Source: an optimization exercise on an open RTL-to-GDS flow (aim: small area). Production flows keep margins and buffers that such runs may drop.
The RTL was checked by simulation tests, not by an equivalence proof against the original design.

File: flow/config.mk
export PLATFORM = sky130hd
export DESIGN_NAME = alu
export DESIGN_NICKNAME = alu
export VERILOG_FILES = /design/flow/design.v
export SDC_FILE = /design/flow/constraint.sdc
export NUM_CORES = 4
export LEC_CHECK = 0
export ABC_AREA = 1
export CAP_MARGIN = 20
export CORE_MARGIN = 2
export CORE_UTILIZATION = 55
export CTS_BUF_LIST = sky130_fd_sc_hd__clkbuf_4 sky130_fd_sc_hd__clkbuf_8
export GPL_TIMING_DRIVEN = 0
export SLEW_MARGIN = 20
File: flow/constraint.sdc
create_clock -name core_clock -period 11.0 [get_ports {i_clk}]
set_input_delay 2.2000 -clock core_clock [delete_from_list [all_inputs] [get_ports {i_clk}]]
set_output_delay 2.2000 -clock core_clock [all_outputs]
set_load 0.01 [all_outputs]
File: flow/design.v
package alu_pkg;
    localparam int DATA_W    = 16;
    localparam int FRAC_W    = 10;
    localparam int INST_W    = 4;
    localparam int ACC_W_DEF = 36;    
    typedef logic signed [DATA_W-1:0] data_t;
    localparam data_t DATA_MAX = {1'b0, {(DATA_W-1){1'b1}}};    
    localparam data_t DATA_MIN = {1'b1, {(DATA_W-1){1'b0}}};    
    typedef enum logic [INST_W-1:0] {
        OP_ADD       = 0,
        OP_SUB       = 1,
        OP_MAC       = 2,
        OP_GRAY      = 4,
        OP_ROR       = 6,
        OP_CLZ       = 7,
        OP_TRANSPOSE = 9
    } op_e;
    localparam int MAT_N  = 8;
    localparam int ELEM_W = 2;
    typedef logic [$clog2(MAT_N)-1:0] idx_t;    
endpackage
module alu_mac (
    input  logic [15:0] a,
    input  logic [8:0]  b,
    input  logic [36:0] x,
    input  logic        cin,
    output logic [36:0] s,
    output logic        ovf
);
    logic one1;
    logic two2;
    logic neg3;
    logic pp4;
    logic pp5;
    logic pp6;
    logic pp7;
    logic pp8;
    logic pp9;
    logic pp10;
    logic pp11;
    logic pp12;
    logic pp13;
    logic pp14;
    logic pp15;
    logic pp16;
    logic pp17;
    logic pp18;
    logic pp19;
    logic pp20;
    logic one21;
    logic two22;
    logic neg23;
    logic pp24;
    logic pp25;
    logic pp26;
    logic pp27;
    logic pp28;
    logic pp29;
    logic pp30;
    logic pp31;
    logic pp32;
    logic pp33;
    logic pp34;
    logic pp35;
    logic pp36;
    logic pp37;
    logic pp38;
    logic pp39;
    logic pp40;
    logic one41;
    logic two42;
    logic neg43;
    logic pp44;
    logic pp45;
    logic pp46;
    logic pp47;
    logic pp48;
    logic pp49;
    logic pp50;
    logic pp51;
    logic pp52;
    logic pp53;
    logic pp54;
    logic pp55;
    logic pp56;
    logic pp57;
    logic pp58;
    logic pp59;
    logic pp60;
    logic one61;
    logic two62;
    logic neg63;
    logic pp64;
    logic pp65;
    logic pp66;
    logic pp67;
    logic pp68;
    logic pp69;
    logic pp70;
    logic pp71;
    logic pp72;
    logic pp73;
    logic pp74;
    logic pp75;
    logic pp76;
    logic pp77;
    logic pp78;
    logic pp79;
    logic pp80;
    logic s81;
    logic c82;
    logic s83;
    logic c84;
    logic s85;
    logic c86;
    logic s87;
    logic c88;
    logic s89;
    logic c90;
    logic s91;
    logic c92;
    logic s93;
    logic c94;
    logic s95;
    logic c96;
    logic s97;
    logic c98;
    logic s99;
    logic c100;
    logic s101;
    logic c102;
    logic s103;
    logic c104;
    logic s105;
    logic c106;
    logic s107;
    logic c108;
    logic s109;
    logic c110;
    logic s111;
    logic c112;
    logic s113;
    logic c114;
    logic s115;
    logic c116;
    logic s117;
    logic c118;
    logic s119;
    logic c120;
    logic s121;
    logic c122;
    logic s123;
    logic c124;
    logic s125;
    logic c126;
    logic s127;
    logic c128;
    logic s129;
    logic c130;
    logic s131;
    logic c132;
    logic s133;
    logic c134;
    logic s135;
    logic c136;
    logic s137;
    logic c138;
    logic s139;
    logic c140;
    logic s141;
    logic c142;
    logic s143;
    logic c144;
    logic s145;
    logic c146;
    logic s147;
    logic c148;
    logic s149;
    logic c150;
    logic s151;
    logic c152;
    logic s153;
    logic c154;
    logic s155;
    logic c156;
    logic s157;
    logic c158;
    logic s159;
    logic c160;
    logic s161;
    logic c162;
    logic s163;
    logic c164;
    logic s165;
    logic c166;
    logic s167;
    logic c168;
    logic s169;
    logic c170;
    logic s171;
    logic c172;
    logic s173;
    logic c174;
    logic s175;
    logic c176;
    logic s177;
    logic c178;
    logic s179;
    logic c180;
    logic s181;
    logic c182;
    logic s183;
    logic c184;
    logic s185;
    logic c186;
    logic s187;
    logic c188;
    logic s189;
    logic c190;
    logic s191;
    logic c192;
    logic s193;
    logic c194;
    logic s195;
    logic c196;
    logic s197;
    logic c198;
    logic s199;
    logic c200;
    logic s201;
    logic c202;
    logic s203;
    logic c204;
    logic s205;
    logic c206;
    logic s207;
    logic c208;
    logic s209;
    logic c210;
    logic s211;
    logic c212;
    logic s213;
    logic c214;
    logic s215;
    logic c216;
    logic s217;
    logic c218;
    logic s219;
    logic c220;
    logic s221;
    logic c222;
    logic s223;
    logic c224;
    logic s225;
    logic c226;
    logic s227;
    logic c228;
    logic s229;
    logic c230;
    logic s231;
    logic c232;
    logic s233;
    logic c234;
    logic s235;
    logic c236;
    logic s237;
    logic c238;
    logic s239;
    logic c240;
    logic s241;
    logic c242;
    logic s243;
    logic c244;
    logic s245;
    logic c246;
    logic s247;
    logic c248;
    logic s249;
    logic c250;
    logic s251;
    logic c252;
    logic [36:0] r0, r1;
    assign one1 = b[1] ^ b[0];
    assign two2 = (b[2] & ~b[1] & ~b[0]) | (~b[2] & b[1] & b[0]);
    assign neg3 = b[2];
    assign pp4 = ((one1 & a[0]) | (two2 & 1'b0)) ^ neg3;
    assign pp5 = ((one1 & a[1]) | (two2 & a[0])) ^ neg3;
    assign pp6 = ((one1 & a[2]) | (two2 & a[1])) ^ neg3;
    assign pp7 = ((one1 & a[3]) | (two2 & a[2])) ^ neg3;
    assign pp8 = ((one1 & a[4]) | (two2 & a[3])) ^ neg3;
    assign pp9 = ((one1 & a[5]) | (two2 & a[4])) ^ neg3;
    assign pp10 = ((one1 & a[6]) | (two2 & a[5])) ^ neg3;
    assign pp11 = ((one1 & a[7]) | (two2 & a[6])) ^ neg3;
    assign pp12 = ((one1 & a[8]) | (two2 & a[7])) ^ neg3;
    assign pp13 = ((one1 & a[9]) | (two2 & a[8])) ^ neg3;
    assign pp14 = ((one1 & a[10]) | (two2 & a[9])) ^ neg3;
    assign pp15 = ((one1 & a[11]) | (two2 & a[10])) ^ neg3;
    assign pp16 = ((one1 & a[12]) | (two2 & a[11])) ^ neg3;
    assign pp17 = ((one1 & a[13]) | (two2 & a[12])) ^ neg3;
    assign pp18 = ((one1 & a[14]) | (two2 & a[13])) ^ neg3;
    assign pp19 = ((one1 & a[15]) | (two2 & a[14])) ^ neg3;
    assign pp20 = ~(((one1 & a[15]) | (two2 & a[15])) ^ neg3);
    assign one21 = b[3] ^ b[2];
    assign two22 = (b[4] & ~b[3] & ~b[2]) | (~b[4] & b[3] & b[2]);
    assign neg23 = b[4];
    assign pp24 = ((one21 & a[0]) | (two22 & 1'b0)) ^ neg23;
    assign pp25 = ((one21 & a[1]) | (two22 & a[0])) ^ neg23;
    assign pp26 = ((one21 & a[2]) | (two22 & a[1])) ^ neg23;
    assign pp27 = ((one21 & a[3]) | (two22 & a[2])) ^ neg23;
    assign pp28 = ((one21 & a[4]) | (two22 & a[3])) ^ neg23;
    assign pp29 = ((one21 & a[5]) | (two22 & a[4])) ^ neg23;
    assign pp30 = ((one21 & a[6]) | (two22 & a[5])) ^ neg23;
    assign pp31 = ((one21 & a[7]) | (two22 & a[6])) ^ neg23;
    assign pp32 = ((one21 & a[8]) | (two22 & a[7])) ^ neg23;
    assign pp33 = ((one21 & a[9]) | (two22 & a[8])) ^ neg23;
    assign pp34 = ((one21 & a[10]) | (two22 & a[9])) ^ neg23;
    assign pp35 = ((one21 & a[11]) | (two22 & a[10])) ^ neg23;
    assign pp36 = ((one21 & a[12]) | (two22 & a[11])) ^ neg23;
    assign pp37 = ((one21 & a[13]) | (two22 & a[12])) ^ neg23;
    assign pp38 = ((one21 & a[14]) | (two22 & a[13])) ^ neg23;
    assign pp39 = ((one21 & a[15]) | (two22 & a[14])) ^ neg23;
    assign pp40 = ~(((one21 & a[15]) | (two22 & a[15])) ^ neg23);
    assign one41 = b[5] ^ b[4];
    assign two42 = (b[6] & ~b[5] & ~b[4]) | (~b[6] & b[5] & b[4]);
    assign neg43 = b[6];
    assign pp44 = ((one41 & a[0]) | (two42 & 1'b0)) ^ neg43;
    assign pp45 = ((one41 & a[1]) | (two42 & a[0])) ^ neg43;
    assign pp46 = ((one41 & a[2]) | (two42 & a[1])) ^ neg43;
    assign pp47 = ((one41 & a[3]) | (two42 & a[2])) ^ neg43;
    assign pp48 = ((one41 & a[4]) | (two42 & a[3])) ^ neg43;
    assign pp49 = ((one41 & a[5]) | (two42 & a[4])) ^ neg43;
    assign pp50 = ((one41 & a[6]) | (two42 & a[5])) ^ neg43;
    assign pp51 = ((one41 & a[7]) | (two42 & a[6])) ^ neg43;
    assign pp52 = ((one41 & a[8]) | (two42 & a[7])) ^ neg43;
    assign pp53 = ((one41 & a[9]) | (two42 & a[8])) ^ neg43;
    assign pp54 = ((one41 & a[10]) | (two42 & a[9])) ^ neg43;
    assign pp55 = ((one41 & a[11]) | (two42 & a[10])) ^ neg43;
    assign pp56 = ((one41 & a[12]) | (two42 & a[11])) ^ neg43;
    assign pp57 = ((one41 & a[13]) | (two42 & a[12])) ^ neg43;
    assign pp58 = ((one41 & a[14]) | (two42 & a[13])) ^ neg43;
    assign pp59 = ((one41 & a[15]) | (two42 & a[14])) ^ neg43;
    assign pp60 = ~(((one41 & a[15]) | (two42 & a[15])) ^ neg43);
    assign one61 = b[7] ^ b[6];
    assign two62 = (b[8] & ~b[7] & ~b[6]) | (~b[8] & b[7] & b[6]);
    assign neg63 = b[8];
    assign pp64 = ((one61 & a[0]) | (two62 & 1'b0)) ^ neg63;
    assign pp65 = ((one61 & a[1]) | (two62 & a[0])) ^ neg63;
    assign pp66 = ((one61 & a[2]) | (two62 & a[1])) ^ neg63;
    assign pp67 = ((one61 & a[3]) | (two62 & a[2])) ^ neg63;
    assign pp68 = ((one61 & a[4]) | (two62 & a[3])) ^ neg63;
    assign pp69 = ((one61 & a[5]) | (two62 & a[4])) ^ neg63;
    assign pp70 = ((one61 & a[6]) | (two62 & a[5])) ^ neg63;
    assign pp71 = ((one61 & a[7]) | (two62 & a[6])) ^ neg63;
    assign pp72 = ((one61 & a[8]) | (two62 & a[7])) ^ neg63;
    assign pp73 = ((one61 & a[9]) | (two62 & a[8])) ^ neg63;
    assign pp74 = ((one61 & a[10]) | (two62 & a[9])) ^ neg63;
    assign pp75 = ((one61 & a[11]) | (two62 & a[10])) ^ neg63;
    assign pp76 = ((one61 & a[12]) | (two62 & a[11])) ^ neg63;
    assign pp77 = ((one61 & a[13]) | (two62 & a[12])) ^ neg63;
    assign pp78 = ((one61 & a[14]) | (two62 & a[13])) ^ neg63;
    assign pp79 = ((one61 & a[15]) | (two62 & a[14])) ^ neg63;
    assign pp80 = ~(((one61 & a[15]) | (two62 & a[15])) ^ neg63);
    assign s81 = neg43 ^ x[4];
    assign c82 = neg43 & x[4];
    assign s83 = x[5] ^ pp9;
    assign c84 = x[5] & pp9;
    assign s85 = neg63 ^ x[6] ^ pp10;
    assign c86 = (neg63 & x[6]) | (neg63 & pp10) | (x[6] & pp10);
    assign s87 = pp28 ^ pp46;
    assign c88 = pp28 & pp46;
    assign s89 = x[7] ^ pp11 ^ pp29;
    assign c90 = (x[7] & pp11) | (x[7] & pp29) | (pp11 & pp29);
    assign s91 = pp47 ^ pp65;
    assign c92 = pp47 & pp65;
    assign s93 = x[8] ^ pp12 ^ pp30;
    assign c94 = (x[8] & pp12) | (x[8] & pp30) | (pp12 & pp30);
    assign s95 = pp48 ^ pp66;
    assign c96 = pp48 & pp66;
    assign s97 = x[9] ^ pp13 ^ pp31;
    assign c98 = (x[9] & pp13) | (x[9] & pp31) | (pp13 & pp31);
    assign s99 = pp49 ^ pp67;
    assign c100 = pp49 & pp67;
    assign s101 = x[10] ^ pp14 ^ pp32;
    assign c102 = (x[10] & pp14) | (x[10] & pp32) | (pp14 & pp32);
    assign s103 = pp50 ^ pp68;
    assign c104 = pp50 & pp68;
    assign s105 = x[11] ^ pp15 ^ pp33;
    assign c106 = (x[11] & pp15) | (x[11] & pp33) | (pp15 & pp33);
    assign s107 = pp51 ^ pp69;
    assign c108 = pp51 & pp69;
    assign s109 = x[12] ^ pp16 ^ pp34;
    assign c110 = (x[12] & pp16) | (x[12] & pp34) | (pp16 & pp34);
    assign s111 = pp52 ^ pp70;
    assign c112 = pp52 & pp70;
    assign s113 = x[13] ^ pp17 ^ pp35;
    assign c114 = (x[13] & pp17) | (x[13] & pp35) | (pp17 & pp35);
    assign s115 = pp53 ^ pp71;
    assign c116 = pp53 & pp71;
    assign s117 = x[14] ^ pp18 ^ pp36;
    assign c118 = (x[14] & pp18) | (x[14] & pp36) | (pp18 & pp36);
    assign s119 = pp54 ^ pp72;
    assign c120 = pp54 & pp72;
    assign s121 = x[15] ^ pp19 ^ pp37;
    assign c122 = (x[15] & pp19) | (x[15] & pp37) | (pp19 & pp37);
    assign s123 = pp55 ^ pp73;
    assign c124 = pp55 & pp73;
    assign s125 = 1'b1 ^ x[16] ^ pp20;
    assign c126 = (1'b1 & x[16]) | (1'b1 & pp20) | (x[16] & pp20);
    assign s127 = pp38 ^ pp56 ^ pp74;
    assign c128 = (pp38 & pp56) | (pp38 & pp74) | (pp56 & pp74);
    assign s129 = 1'b1 ^ x[17] ^ pp39;
    assign c130 = (1'b1 & x[17]) | (1'b1 & pp39) | (x[17] & pp39);
    assign s131 = pp57 ^ pp75;
    assign c132 = pp57 & pp75;
    assign s133 = x[18] ^ pp40 ^ pp58;
    assign c134 = (x[18] & pp40) | (x[18] & pp58) | (pp40 & pp58);
    assign s135 = 1'b1 ^ x[19];
    assign c136 = 1'b1 & x[19];
    assign s137 = neg3 ^ x[0];
    assign c138 = neg3 & x[0];
    assign s139 = neg23 ^ x[2];
    assign c140 = neg23 & x[2];
    assign s141 = x[3] ^ pp7;
    assign c142 = x[3] & pp7;
    assign s143 = s81 ^ pp8 ^ pp26;
    assign c144 = (s81 & pp8) | (s81 & pp26) | (pp8 & pp26);
    assign s145 = c82 ^ pp27 ^ pp45;
    assign c146 = (c82 & pp27) | (c82 & pp45) | (pp27 & pp45);
    assign s147 = pp64 ^ c84 ^ s87;
    assign c148 = (pp64 & c84) | (pp64 & s87) | (c84 & s87);
    assign s149 = c88 ^ s91 ^ c86;
    assign c150 = (c88 & s91) | (c88 & c86) | (s91 & c86);
    assign s151 = c92 ^ s95 ^ c90;
    assign c152 = (c92 & s95) | (c92 & c90) | (s95 & c90);
    assign s153 = c96 ^ s99 ^ c94;
    assign c154 = (c96 & s99) | (c96 & c94) | (s99 & c94);
    assign s155 = c100 ^ s103 ^ c98;
    assign c156 = (c100 & s103) | (c100 & c98) | (s103 & c98);
    assign s157 = c104 ^ s107 ^ c102;
    assign c158 = (c104 & s107) | (c104 & c102) | (s107 & c102);
    assign s159 = c108 ^ s111 ^ c106;
    assign c160 = (c108 & s111) | (c108 & c106) | (s111 & c106);
    assign s161 = c112 ^ s115 ^ c110;
    assign c162 = (c112 & s115) | (c112 & c110) | (s115 & c110);
    assign s163 = c116 ^ s119 ^ c114;
    assign c164 = (c116 & s119) | (c116 & c114) | (s119 & c114);
    assign s165 = c120 ^ s123 ^ c118;
    assign c166 = (c120 & s123) | (c120 & c118) | (s123 & c118);
    assign s167 = c124 ^ c122 ^ s125;
    assign c168 = (c124 & c122) | (c124 & s125) | (c122 & s125);
    assign s169 = s131 ^ c126 ^ c128;
    assign c170 = (s131 & c126) | (s131 & c128) | (c126 & c128);
    assign s171 = pp76 ^ c132 ^ c130;
    assign c172 = (pp76 & c132) | (pp76 & c130) | (c132 & c130);
    assign s173 = s135 ^ pp59 ^ pp77;
    assign c174 = (s135 & pp59) | (s135 & pp77) | (pp59 & pp77);
    assign s175 = x[20] ^ c136 ^ pp60;
    assign c176 = (x[20] & c136) | (x[20] & pp60) | (c136 & pp60);
    assign s177 = 1'b1 ^ x[21];
    assign c178 = 1'b1 & x[21];
    assign s179 = cin ^ s137;
    assign c180 = cin & s137;
    assign s181 = x[1] ^ c138 ^ pp5;
    assign c182 = (x[1] & c138) | (x[1] & pp5) | (c138 & pp5);
    assign s183 = s139 ^ pp6 ^ pp24;
    assign c184 = (s139 & pp6) | (s139 & pp24) | (pp6 & pp24);
    assign s185 = c140 ^ pp25 ^ s141;
    assign c186 = (c140 & pp25) | (c140 & s141) | (pp25 & s141);
    assign s187 = pp44 ^ c142 ^ s143;
    assign c188 = (pp44 & c142) | (pp44 & s143) | (c142 & s143);
    assign s189 = s83 ^ c144 ^ s145;
    assign c190 = (s83 & c144) | (s83 & s145) | (c144 & s145);
    assign s191 = c146 ^ s85 ^ s147;
    assign c192 = (c146 & s85) | (c146 & s147) | (s85 & s147);
    assign s193 = s89 ^ c148 ^ s149;
    assign c194 = (s89 & c148) | (s89 & s149) | (c148 & s149);
    assign s195 = s93 ^ c150 ^ s151;
    assign c196 = (s93 & c150) | (s93 & s151) | (c150 & s151);
    assign s197 = s97 ^ c152 ^ s153;
    assign c198 = (s97 & c152) | (s97 & s153) | (c152 & s153);
    assign s199 = s101 ^ c154 ^ s155;
    assign c200 = (s101 & c154) | (s101 & s155) | (c154 & s155);
    assign s201 = s105 ^ c156 ^ s157;
    assign c202 = (s105 & c156) | (s105 & s157) | (c156 & s157);
    assign s203 = s109 ^ c158 ^ s159;
    assign c204 = (s109 & c158) | (s109 & s159) | (c158 & s159);
    assign s205 = s113 ^ c160 ^ s161;
    assign c206 = (s113 & c160) | (s113 & s161) | (c160 & s161);
    assign s207 = s117 ^ c162 ^ s163;
    assign c208 = (s117 & c162) | (s117 & s163) | (c162 & s163);
    assign s209 = s121 ^ c164 ^ s165;
    assign c210 = (s121 & c164) | (s121 & s165) | (c164 & s165);
    assign s211 = s127 ^ c166 ^ s167;
    assign c212 = (s127 & c166) | (s127 & s167) | (c166 & s167);
    assign s213 = s129 ^ s169 ^ c168;
    assign c214 = (s129 & s169) | (s129 & c168) | (s169 & c168);
    assign s215 = s133 ^ c170 ^ s171;
    assign c216 = (s133 & c170) | (s133 & s171) | (c170 & s171);
    assign s217 = c134 ^ s173 ^ c172;
    assign c218 = (c134 & s173) | (c134 & c172) | (s173 & c172);
    assign s219 = pp78 ^ c174 ^ s175;
    assign c220 = (pp78 & c174) | (pp78 & s175) | (c174 & s175);
    assign s221 = s177 ^ pp79 ^ c176;
    assign c222 = (s177 & pp79) | (s177 & c176) | (pp79 & c176);
    assign s223 = x[22] ^ c178 ^ pp80;
    assign c224 = (x[22] & c178) | (x[22] & pp80) | (c178 & pp80);
    assign s225 = 1'b1 ^ x[23];
    assign c226 = 1'b1 & x[23];
    assign s227 = 1'b1 ^ x[24];
    assign c228 = 1'b1 & x[24];
    assign s229 = 1'b1 ^ x[25];
    assign c230 = 1'b1 & x[25];
    assign s231 = 1'b1 ^ x[26];
    assign c232 = 1'b1 & x[26];
    assign s233 = 1'b1 ^ x[27];
    assign c234 = 1'b1 & x[27];
    assign s235 = 1'b1 ^ x[28];
    assign c236 = 1'b1 & x[28];
    assign s237 = 1'b1 ^ x[29];
    assign c238 = 1'b1 & x[29];
    assign s239 = 1'b1 ^ x[30];
    assign c240 = 1'b1 & x[30];
    assign s241 = 1'b1 ^ x[31];
    assign c242 = 1'b1 & x[31];
    assign s243 = 1'b1 ^ x[32];
    assign c244 = 1'b1 & x[32];
    assign s245 = 1'b1 ^ x[33];
    assign c246 = 1'b1 & x[33];
    assign s247 = 1'b1 ^ x[34];
    assign c248 = 1'b1 & x[34];
    assign s249 = 1'b1 ^ x[35];
    assign c250 = 1'b1 & x[35];
    assign s251 = 1'b1 ^ x[36];
    assign c252 = 1'b1 & x[36];
    assign r0 = {s251, s249, s247, s245, s243, s241, s239, s237, s235, s233, s231, s229, s227, s225, s223, s221, s219, s217, s215, s213, s211, s209, s207, s205, s203, s201, s199, s197, s195, s193, s191, s189, s187, s185, s183, s181, pp4};
    assign r1 = {c250, c248, c246, c244, c242, c240, c238, c236, c234, c232, c230, c228, c226, c224, c222, c220, c218, c216, c214, c212, c210, c208, c206, c204, c202, c200, c198, c196, c194, c192, c190, c188, c186, c184, c182, c180, s179};
    logic [36:0] g, p;
    assign g = r0 & r1;
    assign p = r0 ^ r1;
    logic bg1, bp1;
    assign bg1 = g[1] | (p[1] & g[0]);
    assign bp1 = p[1] & p[0];
    logic bg2, bp2;
    assign bg2 = g[3] | (p[3] & g[2]);
    assign bp2 = p[3] & p[2];
    logic bg3, bp3;
    assign bg3 = g[5] | (p[5] & g[4]);
    assign bp3 = p[5] & p[4];
    logic bg4, bp4;
    assign bg4 = g[7] | (p[7] & g[6]);
    assign bp4 = p[7] & p[6];
    logic bg5, bp5;
    assign bg5 = g[9] | (p[9] & g[8]);
    assign bp5 = p[9] & p[8];
    logic bg6, bp6;
    assign bg6 = g[11] | (p[11] & g[10]);
    assign bp6 = p[11] & p[10];
    logic bg7, bp7;
    assign bg7 = g[13] | (p[13] & g[12]);
    assign bp7 = p[13] & p[12];
    logic bg8, bp8;
    assign bg8 = g[15] | (p[15] & g[14]);
    assign bp8 = p[15] & p[14];
    logic bg9, bp9;
    assign bg9 = g[17] | (p[17] & g[16]);
    assign bp9 = p[17] & p[16];
    logic bg10, bp10;
    assign bg10 = g[19] | (p[19] & g[18]);
    assign bp10 = p[19] & p[18];
    logic bg11, bp11;
    assign bg11 = g[21] | (p[21] & g[20]);
    assign bp11 = p[21] & p[20];
    logic bg12, bp12;
    assign bg12 = g[23] | (p[23] & g[22]);
    assign bp12 = p[23] & p[22];
    logic bg13, bp13;
    assign bg13 = g[25] | (p[25] & g[24]);
    assign bp13 = p[25] & p[24];
    logic bg14, bp14;
    assign bg14 = g[27] | (p[27] & g[26]);
    assign bp14 = p[27] & p[26];
    logic bg15, bp15;
    assign bg15 = g[29] | (p[29] & g[28]);
    assign bp15 = p[29] & p[28];
    logic bg16, bp16;
    assign bg16 = g[31] | (p[31] & g[30]);
    assign bp16 = p[31] & p[30];
    logic bg17, bp17;
    assign bg17 = g[33] | (p[33] & g[32]);
    assign bp17 = p[33] & p[32];
    logic bg18, bp18;
    assign bg18 = g[35] | (p[35] & g[34]);
    assign bp18 = p[35] & p[34];
    logic bg19, bp19;
    assign bg19 = bg2 | (bp2 & bg1);
    assign bp19 = bp2 & bp1;
    logic bg20, bp20;
    assign bg20 = bg4 | (bp4 & bg3);
    assign bp20 = bp4 & bp3;
    logic bg21, bp21;
    assign bg21 = bg6 | (bp6 & bg5);
    assign bp21 = bp6 & bp5;
    logic bg22, bp22;
    assign bg22 = bg8 | (bp8 & bg7);
    assign bp22 = bp8 & bp7;
    logic bg23, bp23;
    assign bg23 = bg10 | (bp10 & bg9);
    assign bp23 = bp10 & bp9;
    logic bg24, bp24;
    assign bg24 = bg12 | (bp12 & bg11);
    assign bp24 = bp12 & bp11;
    logic bg25, bp25;
    assign bg25 = bg14 | (bp14 & bg13);
    assign bp25 = bp14 & bp13;
    logic bg26, bp26;
    assign bg26 = bg16 | (bp16 & bg15);
    assign bp26 = bp16 & bp15;
    logic bg27, bp27;
    assign bg27 = bg18 | (bp18 & bg17);
    assign bp27 = bp18 & bp17;
    logic bg28, bp28;
    assign bg28 = bg20 | (bp20 & bg19);
    assign bp28 = bp20 & bp19;
    logic bg29, bp29;
    assign bg29 = bg22 | (bp22 & bg21);
    assign bp29 = bp22 & bp21;
    logic bg30, bp30;
    assign bg30 = bg24 | (bp24 & bg23);
    assign bp30 = bp24 & bp23;
    logic bg31, bp31;
    assign bg31 = bg26 | (bp26 & bg25);
    assign bp31 = bp26 & bp25;
    logic bg32, bp32;
    assign bg32 = bg29 | (bp29 & bg28);
    assign bp32 = bp29 & bp28;
    logic bg33, bp33;
    assign bg33 = bg31 | (bp31 & bg30);
    assign bp33 = bp31 & bp30;
    logic bg34, bp34;
    assign bg34 = bg33 | (bp33 & bg32);
    assign bp34 = bp33 & bp32;
    logic bg35, bp35;
    assign bg35 = bg30 | (bp30 & bg32);
    assign bp35 = bp30 & bp32;
    logic bg36, bp36;
    assign bg36 = bg21 | (bp21 & bg28);
    assign bp36 = bp21 & bp28;
    logic bg37, bp37;
    assign bg37 = bg23 | (bp23 & bg32);
    assign bp37 = bp23 & bp32;
    logic bg38, bp38;
    assign bg38 = bg25 | (bp25 & bg35);
    assign bp38 = bp25 & bp35;
    logic bg39, bp39;
    assign bg39 = bg27 | (bp27 & bg34);
    assign bp39 = bp27 & bp34;
    logic bg40, bp40;
    assign bg40 = bg3 | (bp3 & bg19);
    assign bp40 = bp3 & bp19;
    logic bg41, bp41;
    assign bg41 = bg5 | (bp5 & bg28);
    assign bp41 = bp5 & bp28;
    logic bg42, bp42;
    assign bg42 = bg7 | (bp7 & bg36);
    assign bp42 = bp7 & bp36;
    logic bg43, bp43;
    assign bg43 = bg9 | (bp9 & bg32);
    assign bp43 = bp9 & bp32;
    logic bg44, bp44;
    assign bg44 = bg11 | (bp11 & bg37);
    assign bp44 = bp11 & bp37;
    logic bg45, bp45;
    assign bg45 = bg13 | (bp13 & bg35);
    assign bp45 = bp13 & bp35;
    logic bg46, bp46;
    assign bg46 = bg15 | (bp15 & bg38);
    assign bp46 = bp15 & bp38;
    logic bg47, bp47;
    assign bg47 = bg17 | (bp17 & bg34);
    assign bp47 = bp17 & bp34;
    logic bg48, bp48;
    assign bg48 = g[2] | (p[2] & bg1);
    assign bp48 = p[2] & bp1;
    logic bg49, bp49;
    assign bg49 = g[4] | (p[4] & bg19);
    assign bp49 = p[4] & bp19;
    logic bg50, bp50;
    assign bg50 = g[6] | (p[6] & bg40);
    assign bp50 = p[6] & bp40;
    logic bg51, bp51;
    assign bg51 = g[8] | (p[8] & bg28);
    assign bp51 = p[8] & bp28;
    logic bg52, bp52;
    assign bg52 = g[10] | (p[10] & bg41);
    assign bp52 = p[10] & bp41;
    logic bg53, bp53;
    assign bg53 = g[12] | (p[12] & bg36);
    assign bp53 = p[12] & bp36;
    logic bg54, bp54;
    assign bg54 = g[14] | (p[14] & bg42);
    assign bp54 = p[14] & bp42;
    logic bg55, bp55;
    assign bg55 = g[16] | (p[16] & bg32);
    assign bp55 = p[16] & bp32;
    logic bg56, bp56;
    assign bg56 = g[18] | (p[18] & bg43);
    assign bp56 = p[18] & bp43;
    logic bg57, bp57;
    assign bg57 = g[20] | (p[20] & bg37);
    assign bp57 = p[20] & bp37;
    logic bg58, bp58;
    assign bg58 = g[22] | (p[22] & bg44);
    assign bp58 = p[22] & bp44;
    logic bg59, bp59;
    assign bg59 = g[24] | (p[24] & bg35);
    assign bp59 = p[24] & bp35;
    logic bg60, bp60;
    assign bg60 = g[26] | (p[26] & bg45);
    assign bp60 = p[26] & bp45;
    logic bg61, bp61;
    assign bg61 = g[28] | (p[28] & bg38);
    assign bp61 = p[28] & bp38;
    logic bg62, bp62;
    assign bg62 = g[30] | (p[30] & bg46);
    assign bp62 = p[30] & bp46;
    logic bg63, bp63;
    assign bg63 = g[32] | (p[32] & bg34);
    assign bp63 = p[32] & bp34;
    logic bg64, bp64;
    assign bg64 = g[34] | (p[34] & bg47);
    assign bp64 = p[34] & bp47;
    logic bg65, bp65;
    assign bg65 = g[36] | (p[36] & bg39);
    assign bp65 = p[36] & bp39;
    logic [36:0] cc;
    assign cc[0] = 1'b0;
    assign cc[1] = g[0];
    assign cc[2] = bg1;
    assign cc[3] = bg48;
    assign cc[4] = bg19;
    assign cc[5] = bg49;
    assign cc[6] = bg40;
    assign cc[7] = bg50;
    assign cc[8] = bg28;
    assign cc[9] = bg51;
    assign cc[10] = bg41;
    assign cc[11] = bg52;
    assign cc[12] = bg36;
    assign cc[13] = bg53;
    assign cc[14] = bg42;
    assign cc[15] = bg54;
    assign cc[16] = bg32;
    assign cc[17] = bg55;
    assign cc[18] = bg43;
    assign cc[19] = bg56;
    assign cc[20] = bg37;
    assign cc[21] = bg57;
    assign cc[22] = bg44;
    assign cc[23] = bg58;
    assign cc[24] = bg35;
    assign cc[25] = bg59;
    assign cc[26] = bg45;
    assign cc[27] = bg60;
    assign cc[28] = bg38;
    assign cc[29] = bg61;
    assign cc[30] = bg46;
    assign cc[31] = bg62;
    assign cc[32] = bg34;
    assign cc[33] = bg63;
    assign cc[34] = bg47;
    assign cc[35] = bg64;
    assign cc[36] = bg39;
    assign s = p ^ cc;
    logic q0, q1;
    assign q0 = ~((p[18] ^ (r0[17] | r1[17])) | (p[19] ^ (r0[18] | r1[18])) | (p[20] ^ (r0[19] | r1[19])) | (p[21] ^ (r0[20] | r1[20])) | (p[22] ^ (r0[21] | r1[21])) | (p[23] ^ (r0[22] | r1[22])) | (p[24] ^ (r0[23] | r1[23])) | (p[25] ^ (r0[24] | r1[24])) | (p[26] ^ (r0[25] | r1[25])) | (p[27] ^ (r0[26] | r1[26])) | (p[28] ^ (r0[27] | r1[27])));
    assign q1 = ~((p[18] ^ ~(r0[17] & r1[17])) | (p[19] ^ ~(r0[18] & r1[18])) | (p[20] ^ ~(r0[19] & r1[19])) | (p[21] ^ ~(r0[20] & r1[20])) | (p[22] ^ ~(r0[21] & r1[21])) | (p[23] ^ ~(r0[22] & r1[22])) | (p[24] ^ ~(r0[23] & r1[23])) | (p[25] ^ ~(r0[24] & r1[24])) | (p[26] ^ ~(r0[25] & r1[25])) | (p[27] ^ ~(r0[26] & r1[26])) | (p[28] ^ ~(r0[27] & r1[27])));
    assign ovf = s[17] ? ~q1 : ~q0;
endmodule
`timescale 1ns/1ns
module alu (
    input  logic        i_clk,
    input  logic        i_rst_n,
    input  logic        i_in_valid,
    input  logic [3:0]  i_inst,
    input  logic [15:0] i_data_a,
    input  logic [15:0] i_data_b,
    output logic        o_busy,
    output logic        o_out_valid,
    output logic [15:0] o_data
);
    logic       tp;
    logic [2:0] cnt;
    logic       in_tp;
    logic       loading;
    logic       accept;
    assign in_tp   = (i_inst == 4'd9);
    assign loading = o_busy & tp & ~o_out_valid;
    assign accept  = i_in_valid & (~o_busy | loading);
    always_ff @(posedge i_clk or negedge i_rst_n) begin
        if (!i_rst_n) begin
            o_busy      <= 1'b0;
            o_out_valid <= 1'b0;
            tp          <= 1'b0;
            cnt         <= 3'd0;
        end else begin
            if (!o_busy) begin
                if (i_in_valid) begin
                    o_busy      <= 1'b1;
                    o_out_valid <= ~in_tp;
                    tp          <= in_tp;
                    if (in_tp) cnt <= cnt + 3'd1;
                end
            end else if (!tp) begin
                o_busy      <= 1'b0;
                o_out_valid <= 1'b0;
            end else if (!o_out_valid) begin
                if (i_in_valid) begin
                    cnt <= cnt + 3'd1;
                    if (cnt == 3'd7) o_out_valid <= 1'b1;
                end
            end else begin
                cnt <= cnt + 3'd1;
                if (cnt == 3'd7) begin
                    o_busy      <= 1'b0;
                    o_out_valid <= 1'b0;
                end
            end
        end
    end
    logic [15:0] w [8];
    logic        shift_col;
    assign shift_col = o_busy | in_tp;
    always_ff @(posedge i_clk) begin
        if (accept) begin
            w[7] <= i_data_a;
            w[6] <= shift_col ? w[7] : i_data_b;
            w[5][15:4] <= w[6][15:4];
            w[5][3:0]  <= shift_col ? w[6][3:0] : i_inst;
            for (int k = 0; k < 5; k++) w[k] <= w[k+1];
        end
    end
    logic [15:0] ra, rb;
    logic [3:0]  rop;
    assign ra  = w[7];
    assign rb  = w[6];
    assign rop = w[5][3:0];
    logic op_mac, op_addsub, op_sub;
    assign op_mac    = (rop == 4'd2);
    assign op_addsub = (rop[3:1] == 3'd0);
    assign op_sub    = rop[0];
    logic [15:0] m_a;
    logic [8:0]  m_b;
    logic [36:0] x_add;
    logic        cin;
    logic [36:0] sum;
    logic [36:0] acc;
    logic        ovf;       
    logic        use_acc;
    assign m_a   = o_busy ? ra : i_data_a;
    assign m_b   = o_busy ? (op_mac ? rb[15:7] : 9'd8) : {i_data_b[7:0], 1'b0};
    assign use_acc = ~o_busy | op_mac;
    assign cin     = o_busy & ~op_mac & op_sub;
    logic        acc_vld;
    logic [36:0] acc_rd;
    assign acc_rd  = acc_vld ? acc : 37'd512;
    assign x_add   = use_acc ? acc_rd
                   : {{19{rb[15] ^ op_sub}}, rb ^ {16{op_sub}}, op_sub, op_sub};
    alu_mac u_mac (
        .a   (m_a),
        .b   (m_b),
        .x   (x_add),
        .cin (cin),
        .s   (sum),
        .ovf (ovf)
    );
    logic [36:0] s2;
    logic        s2_mid_zero;
    logic        s2_hi, s2_lo;
    logic [36:0] acc_clamp;
    assign s2          = {sum[28:0], acc[36:29]};
    assign s2_mid_zero = (s2[34:9] == 26'd0);
    assign s2_hi       = ~s2[36] & s2[35] & ~s2_mid_zero;
    assign s2_lo       = s2[36] & (~s2[35] | s2_mid_zero);
    assign acc_clamp   = s2_hi ? {2'b01, 26'd0, 9'h1FF}
                       : s2_lo ? {2'b11, 25'd0, 1'b1, 9'd0}
                       : s2;
    logic mac_p1, mac_p2;
    assign mac_p1 = ~o_busy & i_in_valid & (i_inst == 4'd2);
    assign mac_p2 = o_busy & ~tp & op_mac;
    always_ff @(posedge i_clk or negedge i_rst_n) begin
        if (!i_rst_n) begin
            acc_vld <= 1'b0;
        end else if (mac_p1) begin
            acc_vld <= 1'b1;
        end
    end
    always_ff @(posedge i_clk) begin
        if (mac_p1) begin
            acc <= {sum[7:0], sum[36:8]};
        end else if (mac_p2) begin
            acc <= acc_clamp;
        end
    end
    logic [15:0] arith_res;
    assign arith_res = ovf ? (sum[28] ? 16'h8000 : 16'h7FFF) : sum[17:2];
    logic [15:0] gray_res, ror_res, clz_res;
    logic [31:0] rot_wide;
    logic [4:0]  lz;
    assign gray_res = ra ^ (ra >> 1);
    assign rot_wide = {ra, ra} >> rb;
    assign ror_res  = rot_wide[15:0];
    always_comb begin
        lz = 5'd16;
        for (int i = 0; i < 16; i++) begin
            if (ra[i]) lz = 5'(15 - i);
        end
    end
    assign clz_res = {11'd0, lz};
    logic [7:0]  rsel;
    logic [15:0] row;
    always_comb begin
        for (int r = 0; r < 8; r++) rsel[r] = (cnt == 3'(r));
        row = '0;
        for (int r = 0; r < 8; r++) begin
            for (int c = 0; c < 8; c++) begin
                row[15-2*c -: 2] = row[15-2*c -: 2] | ({2{rsel[r]}} & w[c][15-2*r -: 2]);
            end
        end
    end
    always_comb begin
        if (tp) begin
            o_data = row;
        end else begin
            case (rop)
                4'd0, 4'd1, 4'd2: o_data = arith_res;
                4'd4:             o_data = gray_res;
                4'd6:             o_data = ror_res;
                4'd7:             o_data = clz_res;
                default:          o_data = 16'd0;
            endcase
        end
    end
endmodule
File: flow/flow/run.sh
#!/bin/bash
set -euo pipefail
bash standard.sh "BUFFER_PORTS_ARGS=-buffer_cell sky130_fd_sc_hd__buf_2" finish > flow_make.log 2>&1
File: flow/standard.sh
#!/bin/bash
# synth_recipe.tcl (not shown) runs the flow's synth.tcl, then flattens the netlist and writes it again
# the make line also repeats each setting of config.mk as NAME=value (left out here)
make -C /OpenROAD-flow-scripts/flow DESIGN_CONFIG=/design/flow/config.mk WORK_HOME=/design/flow/orfs CLKGATE_MAP_FILE= SYNTH_SCRIPT=/design/flow/synth_recipe.tcl "${@:-finish}"
==> reports/qor.yml, run 1 <==
synth:
  yosysSeqAreaShare_pct: 34.71
  synth_most_common_cell: "nand2_1"
  synth-edff-count: 165
  synthArstFlopShare_pct: 4.070
  ys.flop_type: "edfxtp_1"
  synthTopCellsByCount: "nand2_1 (509), inv_1 (220), edfxtp_1 (165), nand3_1 (117), xor2_1 (87)"
  yosysWarnings: 2
  synth.top_cell.area_share_pct: 33.52
  synth_cell_types: 49
  synth.area.top_cells: "edfxtp_1 (34%), nand2_1 (13%), fa_1 (10%)"
  yosys.area.top_type: "edfxtp_1"
  syn_area_per_cell_um2: 8.276
  syn_inst: 1786
  syn-cell-area_mm2: 0.01478
  synth-seq-cells: 172
detailed_routing:
  drc: 0
  wirelength_um: 50040
  wl_per_cell_um: 22.43
  dr.pass1.iters: 8
  ant_nets: 0
  drt_iter0_markers: 1718
  vias: 13600
  vias_per_cell: 6.094
clocking:
  clkLatencyLatePin_ps: 470
  htreeDepth: 4
  clockBufferDepth: 2
  cts_tree: "built"
  cts_made_buffers: 17
  root_buffer: "clkbuf_8"
  clk_pin_slew_ps: 120
  cts_sinks: 172
timing:
  relSlewSlack_pct: 22.50
  worst_pin_slew_ps: 1148
  setup_viol: 0
  fin_crit_sh_pct: 97.28
  final_max_slew_viol_count: 0
  finalHoldViolCount: 0
  setup_tns_ps: 0
  final.setup_skew_ps: 23.62
  rsz0062_at_grt: "false"
  period_needed_ps: 10700
  fmax_ghz: 0.09345
critical_path:
  worst-path-stages: 33
  cp.required_ps: 8800
  critical_path_buf_inv_count: 8
  cpMaxStageDelayCell: "fa_1"
  cp-end-kind: "output port"
  critPathTopFamily: "adder cells"
  worst_r2r_path_depth: 32
  slowest_delay_ps: 630
  cp.arrival_ps: 8500
  path_max_fanout: 10
  cpMostUsedCell: "nand2_1"
  cp-start-kind: "input pin"
  critPathKind: "in -> out"
global_routing:
  grt_pass1_vias: 13400
  grt-ovfl-total: 0
  grt_use_met2_pct: 60.28
  grtUsageMet1_pct: 45.85
  grt_use_met3_pct: 5.383
  antenna_found_initial: 0
  grt_max_degree: 23
  grt_pass1_wl_um: 76060
  grt-busiest-layer: "met2"
  grt_use_total_pct: 36.10
placement:
  dpl.hpwl_um: 39960
  io_buffers: 56
  gp_congestion: 1.041
  placed_cell_area_mm2: 0.01567
  place_inst: 2194
die:
  chipWidth_um: 167.9
  die_y_um: 167.9
  ios: 57
  start_util_pct: 55.46
  fp-row-count: 60
  die_area_mm2: 0.02820
  core-area_mm2: 0.02665
cells_and_area:
  finalNonFillerCells: 2231
  syn2layout_area_growth_pct: 9.744
  num-fill-cells: 2475
  antenna_cells: 0
  seqCellArea_mm2: 0.005130
  finalInstanceArea_mm2: 0.01622
  nets: 2064
  layout-drive-gt1-share_pct: 9.471
  multi_input_area_mm2: 0.008521
job:
  maxCapViolations: 0
hold_path:
  whs_path_depth: 0
  min_path_type: "reg -> reg"
run_status:
  status: "no timing/DRC/antenna violations"
final cells by class:
| type | instances | share of cell area, % |
|---|---|---|
| Clock buffer | 17 | 1.442 |
| Buffer | 78 | 2.222 |
| Multi-Input combinational cell | 1306 | 52.53 |
| Tap cell | 341 | 2.630 |
| Sequential cell | 172 | 31.63 |
| Timing Repair Buffer | 72 | 2.939 |
| Inverter | 230 | 5.322 |
| Clock inverter | 15 | 1.288 |
cell families after synthesis:
kind of cell / after synthesis / synth area share (%)
compound gates: 294 / 12.70
flops: 172 / 34.71
buf+inv: 308 / 8.262
fa+ha+maj: 148 / 16.29
simple gates: 757 / 21.70
xor+xnor: 107 / 6.340
state kept, by name, indices dropped and copies added, names as in the netlist:
| signal | flops |
|---|---|
| acc | 37 |
| o_busy | 1 |
| w | 128 |
| tp | 1 |
| cnt | 3 |
| o_out_valid | 1 |
| acc_vld | 1 |
what timing repair did:
item / in CTS / in global routing
setup endpoints to repair: 16 / 16
hold buffers: 0 / 0
resized for setup: 6 / 9
setup buffers: 0 / 5
pin swaps: 0 / 3
path summary, 6_finish.rpt:
check | startpoint | endpoint | slack (ps)
max in group asynchronous | i_rst_n | cnt[1]$_DFFE_PN0P_ | 9240
worst min-delay path | w[3][9]$_DFFE_PP_ | w[2][9]$_DFFE_PP_ | 440
min in group asynchronous | i_rst_n | tp$_DFFE_PN0P_ | 1550
worst max register to register | o_busy$_DFF_PN0_ | acc[30]$_DFFE_PP_ | 2750
worst max-delay path | i_data_b[3] | o_data[7] | 300
worst min register to register | w[3][9]$_DFFE_PP_ | w[2][9]$_DFFE_PP_ | 440
metal layers:
metal / share of wire, % / routed length [um]
met4: 5.8 / 2897
met1: 39 / 19530
met5: 0 / 0
met2: 47 / 23690
met3: 7.8 / 3917
through the flow:
step / worst slack (ps) / utilization, % / hold slack, ps
2_1_floorplan: 1126 / - / 426.4
3_3_place_gp: -494.5 / 58.13 / 427.9
3_5_place_dp: -558.2 / 58.80 / 434.0
4_1_cts: 12.84 / 60.59 / 447.0
5_1_grt: 3.319 / 60.86 / 449.0
6_report: 299.5 / 60.86 / 444.7
placed cells by master, fill, tap and decap left out, types with 5 or more instances in the layout:
cell type  count
clkbuf_8      17
o21ai_0       78
nor2_1        49
ha_1          74
inv_2          8
clkinv_8       7
buf_2         71
inv_1        220
nor3_1        11
buf_6         10
o22ai_2       16
fa_1          74
nand4_1       50
nand2_2        7
xnor2_1       19
a21oi_1       55
a221oi_1      13
dfrtp_1        7
o21ai_1       18
clkbuf_1      48
o22ai_1       50
a31oi_1       10
nand3_1      115
nand2_1      506
buf_8          5
a21o_1         6
a22oi_1       18
o221ai_1       7
buf_1          7
xor2_1        87
edfxtp_1     165
buf_4          7
==> run 2, diff against run 1 <==
==> flow/flow/run.sh (replaced) <==
#!/bin/bash
set -euo pipefail
bash standard.sh "BUFFER_PORTS_ARGS=-buffer_cell sky130_fd_sc_hd__buf_2" REMOVE_ABC_BUFFERS=1 finish > flow_make.log 2>&1
--- a/flow/config.mk
+++ b/flow/config.mk
@@ -9,6 +9,6 @@
 export CAP_MARGIN = 20
 export CORE_MARGIN = 2
 export CORE_UTILIZATION = 55
-export CTS_BUF_LIST = sky130_fd_sc_hd__clkbuf_4 sky130_fd_sc_hd__clkbuf_8
+export CTS_BUF_LIST = sky130_fd_sc_hd__clkbuf_8
 export GPL_TIMING_DRIVEN = 0
 export SLEW_MARGIN = 20
==> run 2 against run 1 <==
Global-route usage fell by 1.9 points. Wire length is 5.4% lower. Register-to-register slack got worse by 250 ps. Final area shrank 1.1%. Area after synthesis unchanged. Synthesized cell count did not move. First-iteration DRC count decreased by 14%. Utilization is 0.69 points lower. Final cell count fell by 3.1%. Maximum frequency rose by 0.14%.
==> reports/qor.yml, run 2 <==
clocking:
  root_buffer: "clkbuf_8"
  clk_pin_slew_ps: 110
  htreeDepth: 4
  clockBufferDepth: 2
  clkLatencyLatePin_ps: 470
  cts_tree: "built"
  cts_sinks: 172
  hold_buffers: 0
  cts_made_buffers: 17
synth:
  synth.area.top_cells: "edfxtp_1 (34%), nand2_1 (13%), fa_1 (10%)"
  synth_most_common_cell: "nand2_1"
  yosys.area.top_type: "edfxtp_1"
  syn-cell-area_mm2: 0.01478
  synth-simple-area-share_pct: 21.70
  synthArstFlopShare_pct: 4.070
  synth-seq-cells: 172
  syn_inst: 1786
  yosysWarnings: 2
  synth.top_cell.area_share_pct: 33.52
  syn_area_per_cell_um2: 8.276
  synthTopCellsByCount: "nand2_1 (509), inv_1 (220), edfxtp_1 (165), nand3_1 (117), xor2_1 (87)"
  muxShareOfSynthArea_pct: 0
  synth-xor-area-share_pct: 6.340
  ys.flop_type: "edfxtp_1"
  synth-edff-count: 165
  yosysSeqAreaShare_pct: 34.71
  synth_compound_area_share_pct: 12.70
  synthAdderAreaFrac_pct: 16.29
  synth_top_family_by_area: "simple AND/OR/NAND/NOR gates"
  synth_cell_types: 49
detailed_routing:
  dr.pass1.iters: 6
  vias: 13030
  vias_per_cell: 6.031
  wirelength_um: 47350
  wl_per_cell_um: 21.91
  drc: 0
  drt_iter0_markers: 1477
  ant_nets: 0
hold_path:
  hp-start: "w[2][0]$_DFFE_PP_"
  whs_endpoint: "w[1][0]$_DFFE_PP_"
  whs_path_depth: 0
  min_path_type: "reg -> reg"
timing:
  finalHoldViolCount: 0
  period_needed_ps: 10690
  setup_ws_ps: 314.3
  setup_viol: 0
  worst_pin_slew_ps: 1021
  hold_ws_ps: 451.2
  final.setup_skew_ps: 18.34
  fmax_ghz: 0.09358
  fin_crit_sh_pct: 97.14
  setup_tns_ps: 0
  final_max_slew_viol_count: 0
  relSlewSlack_pct: 31.69
die:
  fp-row-count: 60
  start_util_pct: 55.46
  die_area_mm2: 0.02820
  ios: 57
  chipWidth_um: 167.9
  die_y_um: 167.9
  core-area_mm2: 0.02665
critical_path:
  cp.required_ps: 8800
  cpMaxStageDelayCell: "fa_1"
  cp.arrival_ps: 8490
  critPathKind: "in -> out"
  cp-end-kind: "output port"
  slowest_delay_ps: 520
  path_max_fanout: 16
  worst_r2r_path_depth: 32
  cp-start-kind: "input pin"
  r2r-start: "o_busy$_DFF_PN0_"
  r2r-end: "acc[14]$_DFFE_PP_"
  rrSetupSlack_ps: 2500
  cpMostUsedCell: "nand2_1"
cells_and_area:
  num-fill-cells: 2508
  top_regs: "w: 128 flops, acc: 37 flops, cnt: 3 flops"
  seqCellArea_mm2: 0.005134
  multi_input_area_mm2: 0.008631
  antenna_cells: 0
  layout_commonest_cell: "nand2_1"
  nets: 1994
  finalInstanceArea_mm2: 0.01604
  fin_util_pct: 60.17
  final_cell_mix: "nand2_1 (502), inv_1 (220), edfxtp_1 (165), nand3_1 (115), xor2_1 (87)"
  syn2layout_area_growth_pct: 8.491
  layout-drive-gt1-share_pct: 9.560
  finalNonFillerCells: 2161
  largest_reg_flops: 128
  regMostFlops: "w"
global_routing:
  grt-ovfl-total: 0
  antenna_found_initial: 0
  grt_pass1_wl_um: 72780
  grt_pass1_vias: 12500
  grt_use_total_pct: 34.20
  grt_max_degree: 42
placement:
  dpl.hpwl_um: 36040
  place_inst: 2115
  gp_congestion: 0.9487
  dp_slack_ps: -1642
  io_buffers: 56
  placed_cell_area_mm2: 0.01536
run_status:
  status: "no timing/DRC/antenna violations"
job:
  maxCapViolations: 0
-- run 2: cell type report --
type	instances	share of cell area [%]
multi-input combinational	1308	53.82
sequential	172	32.01
inverter	230	5.384
timing repair buffer	78	3.332
tap	341	2.661
clock buffer	17	1.459
clock inverter	15	1.326
-- run 2: cells by family after synthesis --
family                   count (synthesis)
XOR/XNOR                               107
adder cells (fa/ha/maj)                148
buffers and inverters                  308
AND/OR/NAND/NOR                        757
flip-flops                             172
AO/OA/AOI/OAI                          294
-- run 2: timing repair --
item	4_1_cts	5_1_grt
setup buffers	7	5
resized for setup	14	12
gates cloned	1	1
hold endpoints to repair	0	0
setup endpoints to repair	16	16
pin swaps	3	3
-- run 2: critical path: cells and delay by family --
family	cells	cell delay [ps]
AO/OA/AOI/OAI	4	950
AND/OR/NAND/NOR	16	2150
buffers and inverters	7	690
XOR/XNOR	2	340
adder cells (fa/ha/maj)	5	2120
-- run 2: worst max path at each step --
stage / start / to / slack, ps / cells after the start
2_1_floorplan: i_in_valid / w[0][0]$_DFFE_PP_ / -1390 / 2
3_3_place_gp: i_in_valid / w[6][12]$_DFFE_PP_ / -5280 / 3
3_5_place_dp: i_data_b[1] / o_data[2] / -1640 / 32
4_1_cts: i_data_b[3] / o_data[2] / 40 / 34
5_1_grt: i_data_b[3] / o_data[15] / -30 / 30
6_report: i_data_b[3] / o_data[11] / 310 / 34
-- run 2: layer usage --
| layer | routed length [um] | GRT usage, % |
|---|---|---|
| met1 | 19050 | 44.82 |
| met2 | 22490 | 57.17 |
| met3 | 3280 | 3.879 |
| met4 | 2530 | 16.07 |
| met5 | 0 | 0 |
==> run 3, diff against run 2 <==
--- a/flow/config.mk
+++ b/flow/config.mk
@@ -6,9 +6,9 @@
 export NUM_CORES = 4
 export LEC_CHECK = 0
 export ABC_AREA = 1
-export CAP_MARGIN = 20
+export CAP_MARGIN = 0
 export CORE_MARGIN = 2
-export CORE_UTILIZATION = 55
+export CORE_UTILIZATION = 65
 export CTS_BUF_LIST = sky130_fd_sc_hd__clkbuf_8
 export GPL_TIMING_DRIVEN = 0
-export SLEW_MARGIN = 20
+export SLEW_MARGIN = 0
==> run 3 against run 2 <==
Maximum frequency fell by 0.75%. Utilization grew 11 points. Hold slack lost 11 ps. Sequential share of layout area up 0.19 points. First-iteration DRC count grew 23%. Die area fell by 15%.
==> reports/qor.yml, run 3 <==
hold_path:
  min_path_type: "reg -> reg"
synth:
  syn-cell-area_mm2: 0.01478
  syn_area_per_cell_um2: 8.276
  synth_cell_types: 49
  yosys.area.top_type: "edfxtp_1"
  synth.top_cell.area_share_pct: 33.52
  synthArstFlopShare_pct: 4.070
  ys.flop_type: "edfxtp_1"
  synth.area.top_cells: "edfxtp_1 (34%), nand2_1 (13%), fa_1 (10%)"
  yosysSeqAreaShare_pct: 34.71
  synth-seq-cells: 172
  yosysWarnings: 2
  syn_inst: 1786
  synthTopCellsByCount: "nand2_1 (509), inv_1 (220), edfxtp_1 (165), nand3_1 (117), xor2_1 (87)"
  synth_most_common_cell: "nand2_1"
  synth-edff-count: 165
global_routing:
  grt_max_degree: 42
  grt-ovfl-total: 0
  grt_pass1_vias: 12400
  grt_use_total_pct: 38.55
  grt_pass1_wl_um: 69740
  antenna_found_initial: 0
cells_and_area:
  regMostFlops: "w"
  top_regs: "w: 128 flops, acc: 37 flops, cnt: 3 flops"
  multi_input_area_mm2: 0.008627
  largest_reg_flops: 128
  syn2layout_area_growth_pct: 7.864
  layout-drive-gt1-share_pct: 9.396
  antenna_cells: 0
  nets: 1994
  num-fill-cells: 1794
  layout_commonest_cell: "nand2_1"
  finalInstanceArea_mm2: 0.01594
  seqCellArea_mm2: 0.005134
  finalNonFillerCells: 2105
  final_cell_mix: "nand2_1 (503), inv_1 (220), edfxtp_1 (165), nand3_1 (115), xor2_1 (87)"
critical_path:
  cpMaxStageDelayCell: "fa_1"
  cp.arrival_ps: 8570
  critPathKind: "in -> out"
  cp-end-kind: "output port"
  cpMostUsedCell: "nand2_1"
  cp.required_ps: 8800
  path_max_fanout: 16
  slowest_delay_ps: 530
  cp-start-kind: "input pin"
timing:
  setup_viol: 0
  final_max_slew_viol_count: 0
  worst_pin_slew_ps: 1401
  finalHoldViolCount: 0
  final.setup_skew_ps: 16.30
  setup_tns_ps: 0
  relSlewSlack_pct: 6.481
  period_needed_ps: 10770
  fin_crit_sh_pct: 97.88
  fmax_ghz: 0.09288
  hold_ws_ps: 439.7
detailed_routing:
  dr.pass1.iters: 6
  drt_iter0_markers: 1811
  vias: 13260
  ant_nets: 0
  vias_per_cell: 6.300
  drc: 0
  wirelength_um: 45600
  wl_per_cell_um: 21.66
die:
  core-area_mm2: 0.02250
  start_util_pct: 65.68
  chipWidth_um: 154.8
  die_area_mm2: 0.02396
  die_y_um: 154.8
  ios: 57
  fp-row-count: 55
placement:
  placed_cell_area_mm2: 0.01525
  place_inst: 2058
  dpl.hpwl_um: 34020
  io_buffers: 56
  gp_congestion: 0.9841
clocking:
  htreeDepth: 4
  cts_tree: "built"
  cts_sinks: 172
  cts_made_buffers: 17
  clkLatencyLatePin_ps: 480
  clockBufferDepth: 2
  clk_pin_slew_ps: 110
  root_buffer: "clkbuf_8"
job:
  maxCapViolations: 0
run_status:
  status: "no timing/DRC/antenna violations"
[run 3: cell type report]
cell class	instances	share of cell area (%)
clock inverters	15	1.162
inverters	230	5.415
flip-flops and latches	172	32.20
multi-input cells	1308	54.11
clock buffers	17	1.468
repair buffers	78	3.406
well taps	285	2.237
[run 3: cells by family (layout without fill, tap and decap cells)]
| logic type | after synthesis | after routing | synth area share [%] |
|---|---|---|---|
| AO/OA/AOI/OAI | 294 | 295 | 12.70 |
| XOR/XNOR | 107 | 107 | 6.340 |
| adder cells (fa/ha/maj) | 148 | 148 | 16.29 |
| buffers and inverters | 308 | 340 | 8.262 |
| flip-flops | 172 | 172 | 34.71 |
| AND/OR/NAND/NOR | 757 | 758 | 21.70 |
[run 3: per-stage QoR]
stage	worst slack [ps]	utilization [%]
6_report	233.0	70.85
4_1_cts	2.916	70.24
3_3_place_gp	-4906	66.92
2_1_floorplan	-1393	-
5_1_grt	-29.65	70.85
3_5_place_dp	-1618	67.78
[run 3: critical path, delay by kind of cell]
kind                     cells  cell delay [ps]
adder cells (fa/ha/maj)      5             2170
buffers and inverters        8              830
XOR/XNOR                     2              300
AND/OR/NAND/NOR             15             2080
AO/OA/AOI/OAI                4              970
[run 3: final timing paths]
check	start	endpoint	slack, ps	cells past startpoint
max in group asynchronous	i_rst_n	o_busy$_DFF_PN0_	9210	1
min in group asynchronous	i_rst_n	acc_vld$_DFFE_PN0P_	1570	1
max	i_data_b[3]	o_data[9]	230	34
min	w[4][14]$_DFFE_PP_	w[3][14]$_DFFE_PP_	440	0
min reg2reg	w[4][14]$_DFFE_PP_	w[3][14]$_DFFE_PP_	440	0
max reg2reg	o_busy$_DFF_PN0_	acc[10]$_DFFE_PP_	2290	28
[run 3: layer usage]
layer	share of wire [%]	wire length (um)	GRT usage [%]
met5	0	0	0
met1	37	16960	50.22
met3	9.9	4496	5.856
met2	46	20920	61.76
met4	7.1	3222	22.40
[run 3: what timing repair did]
item,4_1_cts,5_1_grt
setup buffers,5,8
gates cloned,1,1
pin swaps,3,4
setup endpoints to repair,16,16
hold buffers,0,0
resized for setup,17,14
==> run 4, diff against run 3 <==
==> flow/flow/run.sh (replaced) <==
#!/bin/bash
set -euo pipefail
bash standard.sh \
  "BUFFER_PORTS_ARGS=-buffer_cell sky130_fd_sc_hd__buf_2" \
  REMOVE_ABC_BUFFERS=1 \
  "CTS_ARGS=-sink_clustering_enable -repair_clock_nets -buf_list sky130_fd_sc_hd__clkbuf_8 -dont_use_dummy_load -sink_clustering_size 40 -sink_clustering_max_diameter 100" \
  finish > flow_make.log 2>&1
--- a/flow/config.mk
+++ b/flow/config.mk
@@ -6,9 +6,9 @@
 export NUM_CORES = 4
 export LEC_CHECK = 0
 export ABC_AREA = 1
-export CAP_MARGIN = 0
+export CAP_MARGIN = 20
 export CORE_MARGIN = 2
-export CORE_UTILIZATION = 65
+export CORE_UTILIZATION = 55
 export CTS_BUF_LIST = sky130_fd_sc_hd__clkbuf_8
 export GPL_TIMING_DRIVEN = 0
-export SLEW_MARGIN = 0
+export SLEW_MARGIN = 20
==> run 4 against run 3 <==
Hold slack worse by 14 ps. Critical endpoint is now o_data[11]. Global-route usage is 4.6 points lower. Final cell count is 1.9% higher. Sequential share of layout area is 0.24 points higher. Synthesized cell count stayed put. Still clean. Sequential cell count stayed put. Via count is 2.1% lower. Wire length is 3.2% higher. Die area is 18% higher. Register-to-register slack better by 200 ps. Clock skew is 19 ps higher.
==> reports/qor.yml, run 4 <==
synth:
  yosys.area.top_type: "edfxtp_1"
  syn_inst: 1786
  synth_cell_types: 49
  synth_most_common_cell: "nand2_1"
  yosysWarnings: 2
  synth-seq-cells: 172
  synth-edff-count: 165
  synth.area.top_cells: "edfxtp_1 (34%), nand2_1 (13%), fa_1 (10%)"
  syn-cell-area_mm2: 0.01478
  ys.flop_type: "edfxtp_1"
  synth.top_cell.area_share_pct: 33.52
  yosysSeqAreaShare_pct: 34.71
  synthTopCellsByCount: "nand2_1 (509), inv_1 (220), edfxtp_1 (165), nand3_1 (117), xor2_1 (87)"
  syn_area_per_cell_um2: 8.276
  synthArstFlopShare_pct: 4.070
die:
  core-area_mm2: 0.02665
  fp-row-count: 60
  chipWidth_um: 167.9
  start_util_pct: 55.46
  die_area_mm2: 0.02820
  ios: 57
  die_y_um: 167.9
timing:
  final_max_slew_viol_count: 0
  relSlewSlack_pct: 29.08
  fmax_ghz: 0.09373
  worst_pin_slew_ps: 1056
  period_needed_ps: 10670
  finalHoldViolCount: 0
  setup_viol: 0
  fin_crit_sh_pct: 96.99
  final.setup_skew_ps: 35.48
cells_and_area:
  syn2layout_area_growth_pct: 7.052
  regMostFlops: "w"
  final_cell_mix: "nand2_1 (502), inv_1 (220), edfxtp_1 (165), nand3_1 (115), xor2_1 (87)"
  antenna_cells: 0
  finalInstanceArea_mm2: 0.01582
  top_regs: "w: 128 flops, acc: 37 flops, cnt: 3 flops"
  fin_util_pct: 59.37
  nets: 1994
  layout-drive-gt1-share_pct: 8.809
  largest_reg_flops: 128
  layout_commonest_cell: "nand2_1"
global_routing:
  grt_pass1_vias: 12440
  grt_use_total_pct: 33.94
  grt_max_degree: 42
  antenna_found_initial: 0
  grt_pass1_wl_um: 72220
  grt-ovfl-total: 0
critical_path:
  cpMaxStageDelayCell: "fa_1"
  cp.required_ps: 8800
  cp.arrival_ps: 8470
  worst-path-stages: 35
  path_max_fanout: 16
  slowest_delay_ps: 520
  critical_path_buf_inv_count: 7
  worst_r2r_path_depth: 32
  critPathTopFamily: "simple AND/OR/NAND/NOR gates"
  critPathKind: "in -> out"
  cpMostUsedCell: "nand2_1"
  cp-end-kind: "output port"
  cp-start-kind: "input pin"
clocking:
  cts_sinks: 172
  clkLatencyLatePin_ps: 480
  clockBufferDepth: 2
  cts_made_buffers: 17
  cts_tree: "built"
  root_buffer: "clkbuf_8"
  clk_pin_slew_ps: 110
  htreeDepth: 4
detailed_routing:
  vias: 12990
  drt_iter0_markers: 1582
  drc: 0
  dr.pass1.iters: 6
  wl_per_cell_um: 21.92
  vias_per_cell: 6.051
  ant_nets: 0
  wirelength_um: 47040
placement:
  placed_cell_area_mm2: 0.01536
  io_buffers: 56
  gp_congestion: 0.9487
  dpl.hpwl_um: 36040
hold_path:
  min_path_type: "reg -> reg"
  whs_path_depth: 0
job:
  maxCapViolations: 0
run_status:
  status: "no timing/DRC/antenna violations"
[run 4: through the flow]
stage	instances	TNS [ps]	hold slack, ps	setup WS, ps
after floorplan	1708	-178310	426.4	-1393
after global placement	2105	-698290	429.1	-5285
after detailed placement	2115	-23870	431.8	-1642
after CTS	2140	0	423.2	44.03
after global routing	2146	-43.63	430.1	-32.96
final	2146	0	426.2	331.0
[run 4: repair_timing]
item                       in CTS  in global routing
setup endpoints to repair      16                 16
gates cloned                    1                  1
gates resized for setup        14                 12
pin swaps                       3                  3
hold buffers                    0                  0
setup buffers                   7                  5
[run 4: worst paths after layout]
kind                                                 to  slack [ps]              start
max in group asynchronous              o_busy$_DFF_PN0_        9180            i_rst_n
worst max register to register        acc[12]$_DFFE_PP_        2490   o_busy$_DFF_PN0_
worst min register to register        w[1][0]$_DFFE_PP_         430  w[2][0]$_DFFE_PP_
worst min-delay path                  w[1][0]$_DFFE_PP_         430  w[2][0]$_DFFE_PP_
worst max-delay path                         o_data[11]         330        i_data_b[3]
min in group asynchronous       o_out_valid$_DFFE_PN0N_        1600            i_rst_n
[run 4: cell type report]
class                           instances  area (um2)
Fill cell                            2530       10830
Multi-Input combinational cell       1308        8631
Sequential cell                       172        5134
Inverter                              230       863.3
Timing Repair Buffer                   78       534.3
Tap cell                              341       426.7
Clock buffer                           17       234.0
[run 4: cell families after synthesis]
family | after synthesis | share of synthesized area (%)
AND/OR/NAND/NOR | 757 | 21.70
buffers and inverters | 308 | 8.262
AO/OA/AOI/OAI | 294 | 12.70
flip-flops | 172 | 34.71
adder cells (fa/ha/maj) | 148 | 16.29
XOR/XNOR | 107 | 6.340
[run 4: routing by layer]
layer | up-vias | GRT usage [%] | part of all wire (%)
met1 | 6239 | 44.23 | 40
met3 | 126 | 4.231 | 7.4
met5 | - | 0 | 0
met2 | 585 | 56.49 | 48
li1 | 6036 | - | -
met4 | 0 | 16.45 | 5.2

[separate check: timing with driven ports]
How much do the figures lean on ideal ports? The routed layouts below were timed once more, with nothing changed but the port constraints.
Step 1 (the two cells are an assumption about what drives the block):
set clk [get_ports {i_clk}]
set_driving_cell -lib_cell sky130_fd_sc_hd__clkbuf_16 $clk
set_driving_cell -lib_cell sky130_fd_sc_hd__buf_2 [delete_from_list [all_inputs] $clk]
Step 2 adds t to the input delays and takes it off the output delays; t is the mean of the earliest and latest rising clock arrival at the registers after step 1. Input paths then give back, and output paths get back, about the clock's delay inside the block.
a / b / c = no drivers / after step 1 / after step 2; a / b = the first two.
| run | t, ns | setup slack, ns | worst register clock-pin slew, ns | worst data-port slew with drivers (ns) |
|---|---|---|---|---|
| run 1 | 0.512 | 0.299 / 0.275 / 0.275 | 0.12 / 0.12 | 0.04 |
| run 2 | 0.512 | 0.314 / 0.288 / 0.288 | 0.11 / 0.11 | 0.04 |
| run 3 | 0.515 | 0.233 / 0.213 / 0.213 | 0.12 / 0.12 | 0.03 |
| run 4 | 0.502 | 0.331 / 0.305 / 0.305 | 0.11 / 0.11 | 0.04 |
After both steps every run listed still meets setup and hold.
